Background: an optimization exercise with open tools, aiming at small area and a short achievable clock period. Do not read the settings as production practice. The RTL was checked by simulation tests, not by an equivalence proof against the original design. Power figures rest on the tool's default switching activity, not on a simulated workload.

==> flow/design.v (outline; a module is shown in full before it is edited, if it fits) <==
// module csa_fa: 10 lines
// module csa_ha: 9 lines
// module csa_fx: 12 lines
// module csa_x2: 7 lines
// module csa_hn: 9 lines
// module csa_xn: 7 lines
// module filter_tap_loader: 20 lines
// module horizontal_filter: 978 lines
// module row_result_store: 31 lines
// module vertical_filter: 389 lines
// module conv_top: 53 lines
module conv_top (
	input  logic    clk,
	input  logic    rst_n,
	input  logic    filter_valid,
	input  logic    image_valid,
	input  conv_pkg::sample_t in_data,
	output logic    out_valid,
	output conv_pkg::result_t out_data
);
  // ...
==> flow/run.sh <==
#!/bin/bash
# synth_recipe.tcl (not shown) runs the flow's synth.tcl, then flattens the netlist and writes it again
# the make line also repeats each setting of config.mk as NAME=value (left out here)
make -C /OpenROAD-flow-scripts/flow DESIGN_CONFIG=/design/flow/config.mk WORK_HOME=/design/flow/orfs CLKGATE_MAP_FILE= SYNTH_SCRIPT=/design/flow/synth_recipe.tcl finish
==> flow/config.mk <==
export PLATFORM = sky130hd
export DESIGN_NAME = conv_top
export DESIGN_NICKNAME = conv_top
export VERILOG_FILES = /design/flow/design.v
export SDC_FILE = /design/flow/constraint.sdc
export NUM_CORES = 4
export LEC_CHECK = 0
export ABC_CLOCK_PERIOD_IN_PS = 2150
export CAP_MARGIN = 20
export CORE_MARGIN = 2
export CORE_UTILIZATION = 40
export CTS_BUF_LIST = sky130_fd_sc_hd__clkbuf_16
export CTS_CLUSTER_DIAMETER = 150
export CTS_CLUSTER_SIZE = 25
export SETUP_SLACK_MARGIN = 2.35
export SLEW_MARGIN = 20
export SYNTH_HIERARCHICAL = 1
==> flow/constraint.sdc <==
create_clock -name core_clock -period 4.5 [get_ports {clk}]
set_input_delay 0.9000 -clock core_clock [delete_from_list [all_inputs] [get_ports {clk}]]
set_output_delay 0.9000 -clock core_clock [all_outputs]
set_load 0.01 [all_outputs]
==> results.toml, run 1 <==
[global_route]
grt_pass1_vias = 9629
grt_max_degree = 76
grt_pass1_wl_mm = 52.8

[sta]
layout_setup_ws_ps = 2280
max-slew-margin-rel = 0.333
worst_slew_pin_slew_ps = 1000
setup_viol = 0

[worst_setup_path]
worst_setup_path_start_kind = "flip-flop"
r2r_cells = 8
end_kind = "flip-flop"
critPathRequiredTime_ps = 4930
cp.arrival_ps = 2650
max_stage_delay_ps = 570

[clocking]
cts.sinks = 415
cts_resized = 55
clockBufferDepth = 3
cts.root.buffer_cell = "clkbuf_16"
worst_setup_hold_path_clk_slew_ps = 100

[route]
firstDrtPassIters = 5
wl_met3_mm = 1.43
final_antenna_net_count = 0

[layout]
regMostFlops = "u_row_result_store.dl"
clkCellAreaFrac = 0.0283
multi_input_area_share = 0.393

[floorplanning]
io_pins = 25

[power_and_ir_drop]
power.density_nw_per_um2 = 803
switching_power_w = 0.00607
p_int_w = 0.0102

[place]
place_hpwl_mm = 23.5

[run_status]
status = "timing/DRC/antenna clean"
==> inputs of run 2 (changes only) <==
==> flow/config.mk (replaced) <==
export PLATFORM = sky130hd
export DESIGN_NAME = conv_top
export DESIGN_NICKNAME = conv_top
export VERILOG_FILES = /design/flow/design.v
export SDC_FILE = /design/flow/constraint.sdc
export NUM_CORES = 4
export LEC_CHECK = 0
export ABC_CLOCK_PERIOD_IN_PS = 2400
export CAP_MARGIN = 20
export CORE_MARGIN = 2
export CORE_UTILIZATION = 40
export CTS_BUF_LIST = sky130_fd_sc_hd__clkbuf_16
export CTS_CLUSTER_DIAMETER = 150
export CTS_CLUSTER_SIZE = 25
export SETUP_SLACK_MARGIN = 2.1
export SLEW_MARGIN = 20
export SYNTH_HIERARCHICAL = 1
==> run 2 against run 1 <==
Still clean. Core utilization decreased by 2.0 points. Combinational power decreased by about 10%. Via count decreased by 3.6%. Cell count decreased by 2.9%. Clock skew about the same. Sequential share of layout area increased by 2.2 points. Total power decreased by 5.2%. Sequential power about the same. Cell area decreased by 4.3%. First-iteration DRC count decreased by 4.8%. Critical path depth decreased by 4. Wire length decreased by 4.9%. Largest cell class unchanged.
==> results.toml, run 2 <==
[floorplanning]
core-area_um2 = 44000
start_util = 0.404
io_pins = 25
row_count = 77
die_w_um = 215
fp.dieH_um = 215
dieArea_um2 = 46200

[worst_setup_path]
cp_slowest_cell = "edfxtp_1"
worst_setup_path_start_kind = "flip-flop"
critPathRequiredTime_ps = 4910
r2r_slack_ps = 2150
r2r_cells = 4
crit_start = "u_filter_tap_loader.sr[29]"
path_class = "reg -> reg"
crit_buf_inv = 0
path_delay_family = "adder cells"
end_kind = "flip-flop"
crit_chain = "nand2_1 -> fa_1 -> fa_1 -> fa_1"
max_stage_delay_ps = 680
critPathMostFrequentCell = "fa_1"
rr_startpoint = "u_filter_tap_loader.sr[29]"
timing.rr.end = "u_horizontal_filter.rt_s0[36]"
cp.arrival_ps = 2760
worstPathMaxFanout = 11

[layout]
nets = 1471
drive_above_1_share = 0.0569
diodes = 0
area_growth_pct = 8.70
regMostFlops = "u_row_result_store.dl"
reg_top3 = "u_row_result_store.dl x128, u_horizontal_filter.rt_s0 x82"
largest_reg_flops = 128
layout_common_cells = "dfxtp_1 (232), fa_1 (206), nand2_1 (200), edfxtp_1 (168), and2_1 (90)"
layout_commonest_cell = "dfxtp_1"

[sta]
layout_setup_ws_ps = 2150
max-slew-margin-rel = 0.367
fmax_ghz = 0.426
drv_slew = 0
worst_slew_pin_slew_ps = 949
min_period_ps = 2350
rsz0062_at_grt = "yes"
hold_viol_final = 0
min_period_over_period = 0.521
finalClockSkew_ps = 20.1
setup_viol = 0
setup-tns-final_ps = 0

[route]
final_antenna_net_count = 0
initialDrtViolationCount = 514
vias_per_cell = 4.65
wl_mm = 31.1
wl_per_cell_um = 17.1
firstDrtPassIters = 5
route.detailed.drc = 0
vias = 8471

[global_route]
grt_pass1_vias = 9204
antenna_found_initial = 0
grt_max_degree = 74
grt_usage = 0.139
grt_pass1_wl_mm = 50.5
grt_overflow = 0

[clocking]
cts.sinks = 415
clk_latency_ps = 550
cts.htree.levels = 1
numCtsBuffers = 20
ctsHoldBuffers = 0
cts.root.buffer_cell = "clkbuf_16"
cts_tree = "yes"
worst_setup_hold_path_clk_slew_ps = 90
clockBufferDepth = 3

[synthesis]
postSynthAreaPerCell_um2 = 14.8
synthCells = 1200
yosysWarningCount = 12
synth_nets = 1450
syn_area_um2 = 17800

[min_path]
hp-class = "reg -> reg"
hold_start = "u_vertical_filter.ct_s0[5]"
hold_end = "u_vertical_filter.ct_s1[5]"
min_path_cells = 0

[power_and_ir_drop]
power_leakage_nw = 7.25
power.density_nw_per_um2 = 796
max-vdd-ir-drop_uv = 409

[place]
place_hpwl_mm = 23.1
gp_congestion = 0.843
post-place-ws_ps = 1460
io_buffers = 24

[job]
maxCapViolations = 0

[run_status]
status = "timing/DRC/antenna clean"
run 2: final cells by class:
cell class                      instances  area [µm²]
Fill cell                            3902       24700
Sequential cell                       415       10100
Multi-Input combinational cell        730        7520
Tap cell                              592         741
Clock buffer                           20         500
Timing Repair Buffer                   40         415
Clock inverter                         12        65.1
Inverter                               14        52.6
run 2: repair_timing:
| action | in CTS | in global routing |
|---|---|---|
| setup buffers | 0 | 14 |
| setup endpoints to repair | 7 | 29 |
| pin swaps | 0 | 2 |
| resized for setup | 5 | 13 |
run 2: layer usage:
layer  global-route usage  vias up  routed length, µm
met1                0.195     4326              14700
met5                    0        -                  0
met3               0.0211       38               1210
li1                     -     3963                  -
met4               0.0299        0                612
met2                0.231      144              14600
run 2: how the worst max path moves through the flow:
stage	slack, ps	end	cells past startpoint
floorplan	2110	u_vertical_filter.ct_s0[23]	6
global placement	1520	u_vertical_filter.ct_s0[8]	6
detailed placement	1460	u_vertical_filter.ct_s0[10]	5
CTS	2100	u_horizontal_filter.rt_s0[58]	4
global route	2060	u_horizontal_filter.out_data[14]	8
finish	2150	u_horizontal_filter.rt_s0[36]	4
run 2: per-stage QoR:
stage | hold WS [ps] | total power, W | util | instance area (µm²) | cells
final | 334 | 0.0154 | 0.440 | 19400 | 1823
after global placement | 312 | 0.0134 | 0.422 | 18600 | 1777
after detailed placement | 312 | 0.0135 | 0.422 | 18600 | 1777
after global routing | 343 | 0.0168 | 0.440 | 19400 | 1823
after CTS | 335 | 0.0155 | 0.435 | 19100 | 1809
after floorplan | 310 | 0.0114 | - | 17800 | 1200
run 2: power breakdown:
group	internal, W	leakage (nW)	switching, W
combinational	0.00356	3.16	0.00378
sequential	0.00531	3.78	0.000786
clock	0.000824	0.313	0.00115
total	0.00969	7.25	0.00571
==> inputs of run 3 (changes only) <==
==> flow/config.mk (replaced) <==
export PLATFORM = sky130hd
export DESIGN_NAME = conv_top
export DESIGN_NICKNAME = conv_top
export VERILOG_FILES = /design/flow/design.v
export SDC_FILE = /design/flow/constraint.sdc
export NUM_CORES = 4
export LEC_CHECK = 0
export ABC_AREA = 1
export ABC_CLOCK_PERIOD_IN_PS = 2300
export CAP_MARGIN = 20
export CORE_MARGIN = 2
export CORE_UTILIZATION = 40
export CTS_BUF_LIST = sky130_fd_sc_hd__clkbuf_16
export CTS_CLUSTER_DIAMETER = 150
export CTS_CLUSTER_SIZE = 25
export SETUP_SLACK_MARGIN = 2.2
export SLEW_MARGIN = 20
export SYNTH_HIERARCHICAL = 1
==> run 3 against run 2 <==
Via count increased by 24%. Largest cell class unchanged. Clock power about the same. Sequential cell count unchanged. Combinational power about the same.
==> results.toml, run 3 <==
[clocking]
cts.sinks = 415
worst_setup_hold_path_clk_slew_ps = 90
clockBufferDepth = 3
cts_tree = "yes"
clk_latency_ps = 550
cts.htree.levels = 1
numCtsBuffers = 20
ctsHoldBuffers = 0
cts.root.buffer_cell = "clkbuf_16"

[worst_setup_path]
critPathRequiredTime_ps = 4920
r2r_slack_ps = 2320
worst_setup_path_start_kind = "input port"
rr_startpoint = "u_filter_tap_loader.sr[27]"
r2r_cells = 10
worstPathMaxFanout = 6
end_kind = "flip-flop"
cp.arrival_ps = 2600
timing.rr.end = "u_horizontal_filter.rt_s0[44]"
path_class = "in -> reg"

[route]
vias = 10500
wl_per_cell_um = 14.8
vias_per_cell = 4.46
initialDrtViolationCount = 676
route.detailed.drc = 0
firstDrtPassIters = 5
final_antenna_net_count = 0
wl_mm = 34.9

[global_route]
antenna_found_initial = 0
grt_pass1_vias = 11000
grt_pass1_wl_mm = 58.2
grt_usage = 0.149
grt_max_degree = 77
grt_overflow = 0

[floorplanning]
die_w_um = 221
fp.dieH_um = 221
row_count = 79
io_pins = 25
core-area_um2 = 46600
dieArea_um2 = 48900
start_util = 0.405

[power_and_ir_drop]
power.density_nw_per_um2 = 748
max-vdd-ir-drop_uv = 373
power_leakage_nw = 9.55
totalPowerFinal_w = 0.0154

[layout]
layout_commonest_cell = "nand2_1"
layout_common_cells = "nand2_1 (637), inv_1 (290), dfxtp_1 (235), fa_1 (199), edfxtp_1 (168)"
drive_above_1_share = 0.0486
diodes = 0
regMostFlops = "u_row_result_store.dl"
largest_reg_flops = 128
area_growth_pct = 8.96
final_cells = 2355
fin_util = 0.441
nets = 1988
reg_top3 = "u_row_result_store.dl x128, u_horizontal_filter.rt_s0 x82"

[run_status]
status = "timing/DRC/antenna clean"

[synthesis]
postSynthAreaPerCell_um2 = 11.1
yosysWarningCount = 12
syn_area_um2 = 18800
synth_nets = 1950
synthCells = 1700

[min_path]
hold_end = "u_horizontal_filter.rt_s1[2]"
hold_start = "u_horizontal_filter.rt_s0[2]"
hp-class = "reg -> reg"
min_path_cells = 0

[sta]
rsz0062_at_grt = "no"
worst_slew_pin_slew_ps = 955
setup-tns-final_ps = 0
fmax_ghz = 0.459
min_period_over_period = 0.484
finalClockSkew_ps = 13.6
hold_viol_final = 0
layout_setup_ws_ps = 2320
drv_slew = 0
min_period_ps = 2180
max-slew-margin-rel = 0.363
setup_viol = 0

[job]
maxCapViolations = 0

[place]
gp_congestion = 0.876
post-place-ws_ps = 1510
io_buffers = 24
dp.cells = 2293
place_hpwl_mm = 26.5
run 3: critical path, stage by stage:
cell and delay [ps]:
clkdlybuf4s50_1 630, nand2_1 130, fa_1 520, fa_1 420
run 3: worst max path at each step:
| stage | to | slack, ps | cells after the start | startpoint |
|---|---|---|---|---|
| 2_1_floorplan | u_vertical_filter.ct_s0[5] | 2200 | 9 | in_data[0] |
| 3_3_place_gp | u_vertical_filter.ct_s0[5] | 1550 | 9 | in_data[0] |
| 3_5_place_dp | u_vertical_filter.ct_s0[15] | 1510 | 10 | in_data[2] |
| 4_1_cts | u_horizontal_filter.rt_s0[36] | 2200 | 4 | u_filter_tap_loader.sr[26] |
| 5_1_grt | u_horizontal_filter.rt_s0[27] | 2210 | 10 | u_filter_tap_loader.sr[27] |
| 6_report | u_vertical_filter.ct_s0[28] | 2320 | 4 | in_data[3] |
run 3: routing by layer:
| metal | track usage | routed length, µm | part of all wire |
|---|---|---|---|
| met5 | 0 | 0 | 0 |
| met4 | 0.0372 | 674 | 0.019 |
| met3 | 0.0182 | 1310 | 0.038 |
| met2 | 0.255 | 16900 | 0.48 |
| met1 | 0.202 | 16000 | 0.46 |
run 3: cell type report:
cell class	instances	area [µm²]
clock buffers	20	500
inverters	282	1060
fillers	4260	26000
well taps	607	759
flip-flops and latches	415	10000
multi-input cells	962	7530
clock inverters	12	62.6
repair buffers	57	568
run 3: stage by stage:
stage / hold slack, ps / cell area [µm²]
floorplan: 310 / 18900
global placement: 313 / 19700
detailed placement: 312 / 19700
CTS: 337 / 20400
global route: 341 / 20500
finish: 334 / 20500
run 3: power by group:
| group | internal [W] | switching, W |
|---|---|---|
| Clock | 0.000824 | 0.00116 |
| Sequential | 0.00524 | 0.000787 |
| Combinational | 0.00309 | 0.00425 |
run 3: timing repair:
action                                  4_1_cts  5_1_grt
endpoints found under the setup margin       41       20
buffers inserted                             14       16
gates resized for setup                      20        0
==> inputs of run 4 (changes only) <==
--- a/flow/config.mk
+++ b/flow/config.mk
@@ -5,7 +5,6 @@
 export SDC_FILE = /design/flow/constraint.sdc
 export NUM_CORES = 4
 export LEC_CHECK = 0
-export ABC_AREA = 1
 export ABC_CLOCK_PERIOD_IN_PS = 2300
 export CAP_MARGIN = 20
 export CORE_MARGIN = 2
==> run 4 against run 3 <==
Synthesized area decreased by 5.5%. Combinational power rose by 3.7%. Core utilization grew 0.69 points. Total power grew 2.1%. Cell count decreased by 21%. Critical path depth grew 4. Die area down 5.4%. Largest cell class unchanged. Highest routed layer unchanged.
==> results.toml, run 4 <==
[run_status]
status = "timing/DRC/antenna clean"

[global_route]
grt_overflow = 0
grt_usage = 0.145
grt_max_degree = 59
grt_pass1_vias = 9530
grt_pass1_wl_mm = 52.2
antenna_found_initial = 0

[worst_setup_path]
cp_slowest_cell = "dfxtp_2"
crit_chain = "xor2_2 -> a22o_1 -> ha_2 -> nand2_1 -> a21oi_2 -> a211oi_2 -> mux2_1 -> a311o_1"
max_stage_delay_ps = 350
path_class = "reg -> reg"
worstPathMaxFanout = 6
worst_setup_path_start_kind = "flip-flop"
r2r_slack_ps = 2240
cp.arrival_ps = 2690
path_delay_family = "compound AO/OA/AOI/OAI gates"
critPathRequiredTime_ps = 4930
end_kind = "flip-flop"
crit_buf_inv = 0

[clocking]
cts_tree = "yes"
ctsHoldBuffers = 0
numCtsBuffers = 20
cts.sinks = 415
worst_setup_hold_path_clk_slew_ps = 90
cts.root.buffer_cell = "clkbuf_16"
clockBufferDepth = 3
cts.htree.levels = 1
clk_latency_ps = 550

[sta]
setup_viol = 0
setup-tns-final_ps = 0
min_period_over_period = 0.502
max-slew-margin-rel = 0.354
worst_slew_pin_slew_ps = 968
fmax_ghz = 0.443
hold_viol_final = 0
finalClockSkew_ps = 24.0
drv_slew = 0
min_period_ps = 2260
rsz0062_at_grt = "yes"

[layout]
fin_util = 0.448
layout.area.seq_um2 = 10100
area_growth_pct = 10.8
final_cells = 1855
multi_input_comb_area_um2 = 7620
largest_reg_flops = 128
layout_common_cells = "dfxtp_1 (229), nand2_1 (199), fa_1 (197), edfxtp_1 (168), and2_1 (89)"
drive_above_1_share = 0.0958
nets = 1502
diodes = 0
layout_commonest_cell = "dfxtp_1"
regMostFlops = "u_row_result_store.dl"
fill_cells = 3902
reg_top3 = "u_row_result_store.dl x128, u_horizontal_filter.rt_s0 x82"

[power_and_ir_drop]
power_leakage_nw = 7.45
combPwrFrac = 0.486
switching_power_w = 0.00583
max-vdd-ir-drop_uv = 435
totalPowerFinal_w = 0.0157
pwr-share-clk = 0.126
seqPwrFrac = 0.389
p_int_w = 0.00984
switching_share = 0.372
power.density_nw_per_um2 = 795

[floorplanning]
io_pins = 25
row_count = 77
start_util = 0.404
core-area_um2 = 44000
dieArea_um2 = 46200
die_w_um = 215
fp.dieH_um = 215

[place]
place_hpwl_mm = 23.5
io_buffers = 24
gp_congestion = 0.836
dp.cells = 1777

[synthesis]
yosysWarningCount = 12
synth_nets = 1450
synthCells = 1200
postSynthAreaPerCell_um2 = 14.8
syn_area_um2 = 17800

[job]
maxCapViolations = 0

[route]
initialDrtViolationCount = 566
vias = 8630
firstDrtPassIters = 4
final_antenna_net_count = 0
vias_per_cell = 4.65
wl_mm = 32.1
wl_per_cell_um = 17.3
route.detailed.drc = 0

[min_path]
hp-class = "reg -> reg"
[run 4: cell types whose count changed in the layout (fill, tap and decap cells not counted), moves of 6 or more]
cell / change
a22o_1: +21
and2_1: +89
buf_4: +12
dfxtp_1: -6
dfxtp_2: +6
inv_1: -265
nand2_1: -438
nand3_1: -7
nand3b_1: -6
nor2_1: -7
or2_1: +12
xnor2_1: +23
xor2_1: +38
xor2_2: +7
[run 4: power groups by stage]
stage               logic, W  clock network (W)  registers, W
finish               0.00761            0.00197       0.00609
global route         0.00873            0.00221       0.00624
CTS                  0.00750            0.00207       0.00609
detailed placement   0.00732                  0       0.00620
global placement     0.00722                  0       0.00618
floorplan            0.00548                  0       0.00595
[run 4: what timing repair did]
action | in CTS | in global routing
gates cloned | 0 | 0
endpoints found under the setup margin | 51 | 17
pin swaps | 5 | 6
buffers inserted | 33 | 12
resized for setup | 33 | 15
[run 4: worst paths after layout]
kind	endpoint	start	cells past startpoint
worst max register to register	u_horizontal_filter.out_data[11]	u_horizontal_filter.rt_s1[19]	8
min in group asynchronous	res_pipe[3]	rst_n	1
worst min register to register	u_vertical_filter.ct_s1[0]	u_vertical_filter.ct_s0[0]	0
max in group asynchronous	res_pipe[1]	rst_n	1
worst min-delay path	u_vertical_filter.ct_s1[0]	u_vertical_filter.ct_s0[0]	0
worst max-delay path	u_horizontal_filter.out_data[11]	u_horizontal_filter.rt_s1[19]	8
[run 4: area by class of cell]
type                    count  area share
clock inverters            13     0.00349
flip-flops and latches    415       0.510
repair buffers             71      0.0346
multi-input cells         730       0.386
inverters                  14     0.00266
well taps                 592      0.0376
clock buffers              20      0.0254
[run 4: per-stage QoR]
| step | setup slack (ps) | instance area (µm²) | hold slack [ps] |
|---|---|---|---|
| 2_1_floorplan | 2150 | 17800 | 310 |
| 3_3_place_gp | 1550 | 18600 | 313 |
| 3_5_place_dp | 1500 | 18600 | 312 |
| 4_1_cts | 2180 | 19600 | 338 |
| 5_1_grt | 2130 | 19700 | 344 |
| 6_report | 2240 | 19700 | 335 |
[run 4: metal layers]
metal / global-route usage / wire [µm] / up-vias
li1: - / - / 4016
met1: 0.192 / 14600 / 4418
met2: 0.249 / 15500 / 157
met3: 0.0258 / 1390 / 39
met4: 0.0313 / 534 / 0
met5: 0 / 0 / -
==> inputs of run 5 (changes only) <==
--- a/flow/config.mk
+++ b/flow/config.mk
@@ -10,8 +10,9 @@
 export CORE_MARGIN = 2
 export CORE_UTILIZATION = 40
 export CTS_BUF_LIST = sky130_fd_sc_hd__clkbuf_16
-export CTS_CLUSTER_DIAMETER = 150
-export CTS_CLUSTER_SIZE = 25
+export CTS_CLUSTER_DIAMETER = 120
+export CTS_CLUSTER_SIZE = 30
+export PLACE_DENSITY = 0.75
 export SETUP_SLACK_MARGIN = 2.2
 export SLEW_MARGIN = 20
 export SYNTH_HIERARCHICAL = 1
==> run 5 against run 4 <==
Still clean. Synthesized area did not move. Critical path depth down 7. Die area stayed put. Cell count about the same. Non-clock buffer count grew 5. Wire length down 0.50%. Sequential share of layout area is 0.11 points lower. Worst setup slack got worse by 5.0 ps. Fmax fell by 0.22%. Cell area grew 0.22%. Sequential power about the same. Critical path type is now reg -> out. Largest cell class unchanged.
==> results.toml, run 5 <==
[route]
firstDrtPassIters = 5
wl_mm = 31.9
initialDrtViolationCount = 634
highest_layer = "met4"
wl_met3_mm = 1.79
vias = 8850
wl_met1_mm = 13.7
final_antenna_net_count = 0
wl_per_cell_um = 17.2
wl_met2_mm = 15.6
route.detailed.drc = 0
vias_per_cell = 4.77

[worst_setup_path]
end_kind = "primary output"
worstPathMaxFanout = 1
cp_slowest_cell = "clkdlybuf4s50_1"
worst_setup_path_start_kind = "flip-flop"
crit_chain = "clkdlybuf4s50_1"
path_delay_family = "buffers and inverters"
rr_startpoint = "u_horizontal_filter.rt_s1[15]"
max_stage_delay_ps = 520
r2r_cells = 8
crit_buf_inv = 1
critPathRequiredTime_ps = 3600
path_class = "reg -> out"
crit_start = "u_horizontal_filter.out_data[4]"
cp.depth = 1
cp.arrival_ps = 1360

[synthesis]
yosysWarningCount = 12
postSynthAreaPerCell_um2 = 14.8
synthCells = 1200
syn_area_um2 = 17800
synth_nets = 1450

[power_and_ir_drop]
max-vdd-ir-drop_uv = 456
power_leakage_nw = 7.47
power.density_nw_per_um2 = 799
totalPowerFinal_w = 0.0158

[layout]
design_area_um2 = 19800
regMostFlops = "u_row_result_store.dl"
layout_common_cells = "dfxtp_1 (229), nand2_1 (198), fa_1 (196), edfxtp_1 (168), and2_1 (89)"
layout_commonest_cell = "dfxtp_1"
drive_above_1_share = 0.104
area_growth_pct = 11.0
largest_reg_flops = 128
diodes = 0
reg_top3 = "u_row_result_store.dl x128, u_horizontal_filter.rt_s0 x82"
nets = 1505

[floorplanning]
start_util = 0.404
core-area_um2 = 44000
io_pins = 25
row_count = 77
fp.dieH_um = 215
die_w_um = 215
dieArea_um2 = 46200

[min_path]
hp-class = "reg -> reg"
hold_start = "u_horizontal_filter.rt_s0[3]"
min_path_cells = 0

[sta]
finalClockSkew_ps = 28.5
rsz0062_at_grt = "yes"
setup_viol = 0
drv_slew = 0
setup-tns-final_ps = 0
min_period_over_period = 0.503
worst_slew_pin_slew_ps = 970
fmax_ghz = 0.442
hold_viol_final = 0
max-slew-margin-rel = 0.353
holdWs_ps = 337
min_period_ps = 2260

[clocking]
cts.root.buffer_cell = "clkbuf_16"
numCtsBuffers = 18
ctsHoldBuffers = 0
clk_latency_ps = 540
cts.htree.levels = 1
cts.sinks = 415
cts_tree = "yes"
worst_setup_hold_path_clk_slew_ps = 100
clockBufferDepth = 3

[job]
maxCapViolations = 0

[run_status]
status = "timing/DRC/antenna clean"

[global_route]
grt_max_degree = 69
grt_pass1_wl_mm = 51.2
antenna_found_initial = 0
grt_overflow = 0
grt_pass1_vias = 9640
grt_usage = 0.141

[place]
gp_congestion = 0.872
place_hpwl_mm = 23.2
postPlaceCellArea_um2 = 18600
io_buffers = 24
[run 5: repair_timing]
action	4_1_cts	5_1_grt
setup buffers	36	15
pin swaps	6	10
gates resized for setup	31	24
setup endpoints to repair	48	26
[run 5: final cells by class]
cell class	instances	area [µm²]
Clock buffer	18	450
Clock inverter	11	92.6
Fill cell	3866	24300
Inverter	14	52.6
Multi-Input combinational cell	730	7670
Sequential cell	415	10100
Tap cell	592	741
Timing Repair Buffer	76	699
[run 5: per-stage QoR]
| step | setup WS [ps] | utilization | instances |
|---|---|---|---|
| 2_1_floorplan | 2150 | - | 1200 |
| 3_5_place_dp | 1510 | 0.422 | 1776 |
| 3_3_place_gp | 1550 | 0.422 | 1776 |
| 4_1_cts | 2190 | 0.444 | 1841 |
| 6_report | 2240 | 0.449 | 1856 |
| 5_1_grt | 2190 | 0.449 | 1856 |
[run 5: path summary, 6_finish.rpt]
kind	slack, ps	endpoint
worst max-delay path	2240	out_data[4]
worst min-delay path	340	u_horizontal_filter.rt_s1[3]
worst max register to register	2280	u_horizontal_filter.out_data[11]
worst min register to register	340	u_horizontal_filter.rt_s1[3]
max in group asynchronous	3470	res_pipe[4]
min in group asynchronous	690	u_row_result_store.pix_pos[1]
[run 5: report_power, final]
part           total [W]  leakage, nW  switching [W]  internal (W)
logic            0.00778         3.40        0.00398       0.00381
registers        0.00610         3.78       0.000795       0.00531
clock network    0.00190        0.290        0.00114      0.000763
total             0.0158         7.47        0.00591       0.00988
[run 5: worst reg2reg max path, cell delays in order, from the launching register on]
cell and delay (ps):
dfxtp_1 390, xor2_2 180, xor2_1 250, ha_4 270, nand3_1 100, a21oi_1 90
a211oi_2 190, mux2_1 350, a311o_1 310
[run 5: per-layer routing]
metal  global-route usage  vias up
met1                0.185     4515
met5                    0        -
li1                     -     4017
met4               0.0394        0
met2                0.242      258
met3               0.0239       60

## re-timing with driven ports
The flow's constraints put no driver on any port. The routed layouts listed below were extracted and timed again, unchanged, in two steps. Step 1 sets driving cells, clkbuf_16 on the clock port and buf_2 on the other inputs (assumed; they add their load-dependent delay and slew). Step 2 times the ports against the registers' clock, not the clock port: input delays grow and output delays shrink by t, the midpoint of the rising clock arrivals with the driver on. a / b / c = no drivers / after step 1 / after step 2; a / b = the first two.
run	t (ns)	setup WS [ns]	worst setup path after step 2	slew at the worst register clock pin (ns)
run 1	0.593	2.280 / 2.280 / 1.845	input to register	0.10 / 0.10
run 2	0.593	2.154 / 2.141 / 1.728	input to register	0.11 / 0.11
run 3	0.596	2.321 / 2.322 / 1.756	input to register	0.10 / 0.10
run 4	0.595	2.241 / 2.241 / 1.753	input to register	0.11 / 0.11
run 5	0.578	2.236 / 2.188 / 1.736	input to register	0.11 / 0.11
After both steps setup and hold are still met in every run listed. For run 3, which loses most, drivers alone change the setup slack by +0.001 ns; drivers and shift together by -0.565 ns.
